Background: an optimization exercise with open tools, aiming at small area and a short achievable clock period. Do not read the settings as production practice.
Where RTL was checked, it was by simulation tests only, not by an equivalence proof against the original.
Power and IR drop assume default switching activity.

==> flow/design.v (excerpt) <==
module spi_wrapper
(
  input  logic clk,
  input  logic rst_n,
  input  logic MOSI,
  output logic MISO,
  input  logic SS_n
);
Settings: LEC_CHECK=0, CAP_MARGIN=20, CORE_MARGIN=2, CORE_UTILIZATION=65, CTS_CLUSTER_DIAMETER=40, CTS_CLUSTER_SIZE=30, SETUP_SLACK_MARGIN=3.3, SLEW_MARGIN=20; clock period 5.5 ns.
run.sh (not shown) runs the stock make flow with config.mk's settings and CLKGATE_MAP_FILE= SYNTH_SCRIPT=/design/flow/synth_recipe.tcl, a recipe that flattens the netlist after the stock synthesis.
Rerun with:
Settings changed: CORE_UTILIZATION 65 to 72, CTS_CLUSTER_DIAMETER 40 to 60.
Sequential cell count does not change.
Cell area went down by a few percent.
Cell count is lower by a few percent.
Count of clock-buffer cells in the layout came out lower by 66.
Clock skew drops by 0.012 ns.
Total power falls by about a fifth.
Synthesized area does not change.
Rerun with:
Settings changed: CORE_UTILIZATION 72 to 80, SETUP_SLACK_MARGIN 3.3 to 3.4.
What happened:
- With this change the flow stopped in 4_1_cts on DPL-0033
- area after synthesis stays the same
- synthesized cell count does not change
Rerun with:
Settings changed: CORE_UTILIZATION 80 to 65, SETUP_SLACK_MARGIN 3.4 to 3.3.
Result: Now the flow completed without violations. Synthesized area stays the same. Synthesized cell count does not change.
No run of this note included a check of the RTL's function; only the layout flow was run.

Setup of v23:
The RTL this note starts from:
==> flow/design.v <==
`default_nettype none
package spi_wrapper_pkg;
  typedef logic [2:0] spi_state_t;
  typedef logic [1:0] spi_cmd_t;
  localparam logic [2:0] IDLE      = 3'b000;
  localparam logic [2:0] CHK_CMD   = 3'b001;
  localparam logic [2:0] WRITE     = 3'b010;
  localparam logic [2:0] READ_ADD  = 3'b011;
  localparam logic [2:0] READ_DATA = 3'b100;
  localparam logic [1:0] c_CMD_WR_ADDR = 2'b00;
  localparam logic [1:0] c_CMD_WR_DATA = 2'b01;
  localparam logic [1:0] c_CMD_RD_ADDR = 2'b10;
  localparam logic [1:0] c_CMD_RD_DATA = 2'b11;
  localparam int c_FRAME_BITS = 10;
endpackage
`default_nettype wire
`default_nettype none
module spi_slave
(
  input  logic       clk,
  input  logic       rst_n,
  input  logic       MOSI,
  input  logic       SS_n,
  input  logic [7:0] rd_byte_i,    
  output logic [9:0] frame_o,
  output logic       rx_valid_o,
  output logic       MISO
);
  logic [3:0] state_q;
  logic       rd_frame_q;
  logic [9:0] shift_q;
  logic       rx_valid_q;
  logic       rd_addr_stored_q;
  logic [3:0] tx_left_q;         
  logic       miso_q;
  logic       w_last_bit;
  logic       w_tx_load;
  localparam logic [3:0] S_IDLE = 4'd0;
  localparam logic [3:0] S_CHK  = 4'd1;
  localparam logic [3:0] S_LAST = 4'd11;    
  localparam logic [3:0] S_DONE = 4'd12;
  assign w_last_bit = (state_q == S_LAST);
  assign w_tx_load  = rx_valid_q && (shift_q[9:8] == spi_wrapper_pkg::c_CMD_RD_DATA);
  always_ff @(posedge clk) begin
    shift_q <= {shift_q[8:0], MOSI};
    if (state_q == S_CHK) rd_frame_q <= MOSI;
  end
  always_ff @(posedge clk or negedge rst_n) begin
    if (!rst_n) begin
      state_q          <= S_IDLE;
      rx_valid_q       <= 1'b0;
      rd_addr_stored_q <= 1'b0;
    end else begin
      rx_valid_q <= !SS_n && w_last_bit;
      if (SS_n)                  state_q <= S_IDLE;
      else if (state_q != S_DONE) state_q <= state_q + 4'd1;
      if (!SS_n && w_last_bit && rd_frame_q) rd_addr_stored_q <= !rd_addr_stored_q;
    end
  end
  always_ff @(posedge clk or negedge rst_n) begin
    if (!rst_n) begin
      tx_left_q <= '0;
      miso_q    <= 1'b0;
    end else begin
      miso_q <= !SS_n && (tx_left_q != 4'd0) && rd_byte_i[3'(tx_left_q - 4'd1)];
      if (w_tx_load)                    tx_left_q <= 4'd8;
      else if (SS_n)                    tx_left_q <= '0;
      else if (tx_left_q != 4'd0)       tx_left_q <= tx_left_q - 4'd1;
    end
  end
  assign frame_o    = shift_q;
  assign rx_valid_o = rx_valid_q;
  assign MISO       = miso_q;
endmodule
`default_nettype wire
`default_nettype none
module spi_ram
(
  input  logic       clk,
  input  logic       rst_n,
  input  logic [9:0] frame_i,
  input  logic       rx_valid_i,
  output logic [7:0] rd_byte_o
);
  localparam int L  = 12;
  localparam int NT = 22;
  logic [7:0] ring_q [NT-1][L];
  logic [7:0] ring4_q [4];
  logic [3:0] phase_q;         
  logic [8:0] wr_loc_q;        
  logic       wr_loc_set_q;    
  logic [7:0] wr_data_q;
  logic       wr_pend_q;
  logic       wr_hit_q;        
  logic [3:0] rd_idx_q;        
  logic [5:0] rd_hi_q;         
  logic [3:0] rd_lo_q;         
  logic [7:0] rd_byte_q;
  logic cmd_wa, cmd_wd, cmd_ra;
  logic [8:0] w_loc;
  logic [3:0] w_phase_nx;
  logic [8:0] w_wr_loc_nx;
  logic       w_wr_pend_nx;
  logic       w_cap;
  logic       w_same;
  logic [7:0] w_head;
  logic [NT-1:0] w_wr_ring;
  logic [5:0] w_new_hi;
  logic [3:0] w_new_lo;
  function automatic logic [8:0] loc_of(input logic [7:0] a);
    logic [5:0] hi;
    hi = a[7:2] - 6'd42;
    if (a[7:2] < 6'd42) loc_of = {a[7:3], 1'b0, a[2:0]};
    else                loc_of = {hi[4:0], 2'b10, a[1:0]};
  endfunction
  function automatic logic at_head(input logic [4:0] rng, input logic [3:0] idx, input logic [3:0] ph);
    at_head = (idx[1:0] == ph[1:0]) && (rng == 5'd21 || idx[3:2] == ph[3:2]);
  endfunction
  assign cmd_wa = rx_valid_i && (frame_i[9:8] == spi_wrapper_pkg::c_CMD_WR_ADDR);
  assign cmd_wd = rx_valid_i && (frame_i[9:8] == spi_wrapper_pkg::c_CMD_WR_DATA);
  assign cmd_ra = rx_valid_i && (frame_i[9:8] == spi_wrapper_pkg::c_CMD_RD_ADDR);
  assign w_loc  = loc_of(frame_i[7:0]);
  assign w_phase_nx = (phase_q == 4'd11) ? 4'd0 : phase_q + 4'd1;
  always_ff @(posedge clk) phase_q <= w_phase_nx;
  always_comb begin
    w_wr_loc_nx = wr_loc_q;
    if (cmd_wa) w_wr_loc_nx = w_loc;
    else if (cmd_wd && !wr_loc_set_q) w_wr_loc_nx = '0;
  end
  assign w_wr_pend_nx = cmd_wd || (wr_pend_q && !wr_hit_q);
  always_ff @(posedge clk) begin
    wr_loc_q  <= w_wr_loc_nx;
    wr_pend_q <= w_wr_pend_nx;
    wr_hit_q  <= w_wr_pend_nx && at_head(w_wr_loc_nx[8:4], w_wr_loc_nx[3:0], w_phase_nx);
    if (rx_valid_i) wr_data_q <= frame_i[7:0];
  end
  for (genvar t = 0; t < NT; t++) begin : g_dec
    assign w_wr_ring[t] = (wr_loc_q[8:4] == 5'(t));
  end
  for (genvar t = 0; t < NT - 1; t++) begin : g_ring
    always_ff @(posedge clk) begin
      for (int i = 0; i < L - 1; i++) ring_q[t][i] <= ring_q[t][i+1];
      ring_q[t][L-1] <= (wr_hit_q && w_wr_ring[t]) ? wr_data_q : ring_q[t][0];
    end
  end
  always_ff @(posedge clk) begin
    for (int i = 0; i < 3; i++) ring4_q[i] <= ring4_q[i+1];
    ring4_q[3] <= (wr_hit_q && w_wr_ring[NT-1]) ? wr_data_q : ring4_q[0];
  end
  for (genvar h = 0; h < 6; h++) begin : g_hi
    assign w_new_hi[h] = (w_loc[8:6] == 3'(h));
  end
  for (genvar l = 0; l < 4; l++) begin : g_lo
    assign w_new_lo[l] = (w_loc[5:4] == 2'(l));
  end
  always_ff @(posedge clk or negedge rst_n) begin
    if (!rst_n) begin
      wr_loc_set_q <= 1'b0;
      rd_idx_q     <= '0;
      rd_hi_q      <= 6'b000001;
      rd_lo_q      <= 4'b0001;
    end else begin
      if (cmd_wa || cmd_wd) wr_loc_set_q <= 1'b1;
      if (cmd_ra) begin
        rd_idx_q <= w_loc[3:0];
        rd_hi_q  <= w_new_hi;
        rd_lo_q  <= w_new_lo;
      end
    end
  end
  always_comb begin
    logic [7:0] grp;
    w_head = '0;
    for (int h = 0; h < 6; h++) begin
      grp = '0;
      for (int l = 0; l < 4; l++) begin
        if (4 * h + l < NT - 1)       grp |= rd_lo_q[l] ? ring_q[4*h+l][0] : 8'd0;
        else if (4 * h + l == NT - 1) grp |= rd_lo_q[l] ? ring4_q[0] : 8'd0;
      end
      w_head |= rd_hi_q[h] ? grp : 8'd0;
    end
  end
  assign w_cap  = (rd_idx_q[1:0] == phase_q[1:0]) &&
                  ((rd_hi_q[5] && rd_lo_q[1]) || rd_idx_q[3:2] == phase_q[3:2]);
  assign w_same = wr_hit_q && rd_hi_q[wr_loc_q[8:6]] && rd_lo_q[wr_loc_q[5:4]];
  always_ff @(posedge clk) begin
    if (w_cap) rd_byte_q <= w_same ? wr_data_q : w_head;
  end
  assign rd_byte_o = rd_byte_q;
endmodule
`default_nettype wire
`default_nettype none
module spi_wrapper
(
  input  logic clk,
  input  logic rst_n,
  input  logic MOSI,
  output logic MISO,
  input  logic SS_n
);
  logic [9:0] frame;
  logic       rx_valid;
  logic [7:0] rd_byte;
  spi_slave SPI_INSATNCE (
    .clk        (clk),
    .rst_n      (rst_n),
    .MOSI       (MOSI),
    .SS_n       (SS_n),
    .rd_byte_i  (rd_byte),
    .frame_o    (frame),
    .rx_valid_o (rx_valid),
    .MISO       (MISO)
  );
  spi_ram RAM_INSTANCE (
    .clk        (clk),
    .rst_n      (rst_n),
    .frame_i    (frame),
    .rx_valid_i (rx_valid),
    .rd_byte_o  (rd_byte)
  );
endmodule
`default_nettype wire
export LEC_CHECK = 0
export CAP_MARGIN = 20
export CORE_MARGIN = 2
export CORE_UTILIZATION = 72
export CTS_CLUSTER_DIAMETER = 60
export CTS_CLUSTER_SIZE = 30
export SETUP_SLACK_MARGIN = 3.6
export SLEW_MARGIN = 20
create_clock -name core_clock -period 5.5 [get_ports {clk}]
diff inputs: v23 => v37
Settings: changing SETUP_SLACK_MARGIN from 3.6 to 3.3; changing CORE_UTILIZATION from 72 to 76.
--- outcome ---
On area of the multi-input gates: between v37 and v23, it ends up higher for v23.
Changes observed in v37 relative to v23: signed area change from the synthesized netlist to the final layout dropped 2.0 points, global routing usage on met3 shrank by 1.5 points.
--- input diff v37..v56 ---
Settings: CTS_CLUSTER_DIAMETER: 60 -> 50; CTS_CLUSTER_SIZE: 30 -> 25; CORE_UTILIZATION: 76 -> 72.
==> comparison <==
Compared with v37, v56 shows global routing usage on met2 lower by 2.5 points.
Taking v37 as the reference, in v56 fraction of layout instances using a drive strength above 1 increased 3.5 points; final-stage net count increased 1.2%.
Sort v56 and v37 by reported clock group power, descending, and v56 comes first.
Measured against each other, v56 and v37 differ in setup slack, the lower figure coming from v56.
Worst hold slack: v37 vs v56 — no meaningful difference
| share of power burned in the clock network | higher: v56 |
On total length of routed wires, the higher figure sits with v37, not v56.
Post-route cell area on v56 is behind v37.
[inputs] v11 vs v56
Settings: changing CTS_CLUSTER_SIZE from 25 to 28; changing CTS_CLUSTER_DIAMETER from 50 to 55; setting ABC_AREA to 1 for the first time.
Notes after the runs:
v11 vs v56: amount of wire on met2 after detailed routing up. Taking v56 as the reference point, the global-route usage of v11 rises by 1.0 points. | average routed wire per standard cell | v11 vs v56 | 0.55 um lower |. v11 vs v56 on area used by multi-input combinational logic: v11 is the lower one. Of the two candidates, v56 has the better minimum hold slack and v11 the worse one.
Relative to v11, the following input files were edited for v38:
Settings: changing CTS_CLUSTER_SIZE from 28 to 30; changing CTS_CLUSTER_DIAMETER from 55 to 60; changing SETUP_SLACK_MARGIN from 3.3 to 3.0; removing ABC_AREA (formerly 1).
==> notes.md <==
Each of the runs, namely v38 and v11, reached the end of the flow and came out clean.
Between v11 and v38, count of fill cells added during filler insertion increased.
From v11 to v38 the numbers moved as follows: clock network fraction of total power dropped 2.9 points; total met2 wirelength after detailed routing now sits lower.
v38: post-synthesis mux area share higher than v11

## static timing again, ports no longer ideal
Ports are ideal in the flow. The routed layouts listed here were re-timed in OpenROAD.
Step 1: set_driving_cell puts a clkbuf_16 on clk and a buf_2 on each other input, an assumption about the parent block.
Step 2 adds t to the input delays and takes it off the output delays; t is the mean of the earliest and latest rising clock arrival at the registers after step 1. Input paths then give back, and output paths get back, about the clock's delay inside the block.
Three values: ideal, step 1, step 2; two values: the first two.
run | t (ns) | setup WS [ns] | worst slew at a driven data input, ns | cell pins on the clock port's net
the first run of note 1 | 0.791 | 3.187 / 3.123 / 2.927 | 0.03 | 1
the second run of note 1 | 0.710 | 3.252 / 3.188 / 2.778 | 0.04 | 1
the fourth run of note 1 | 0.736 | 3.247 / 3.179 / 2.926 | 0.03 | 1
v23 | 0.727 | 3.200 / 3.133 / 2.990 | 0.03 | 1
v37 | 0.726 | 3.190 / 3.126 / 3.003 | 0.03 | 1
v56 | 0.750 | 3.180 / 3.114 / 2.919 | 0.03 | 1
v11 | 0.742 | 3.136 / 3.067 / 2.746 | 0.06 | 1
v38 | 0.726 | 3.049 / 2.984 / 2.912 | 0.03 | 1
After both steps every run listed still meets setup and hold. The setup slack of the second run of note 1, which loses most, moves by -0.064 ns with the drivers and by -0.474 ns with both steps.
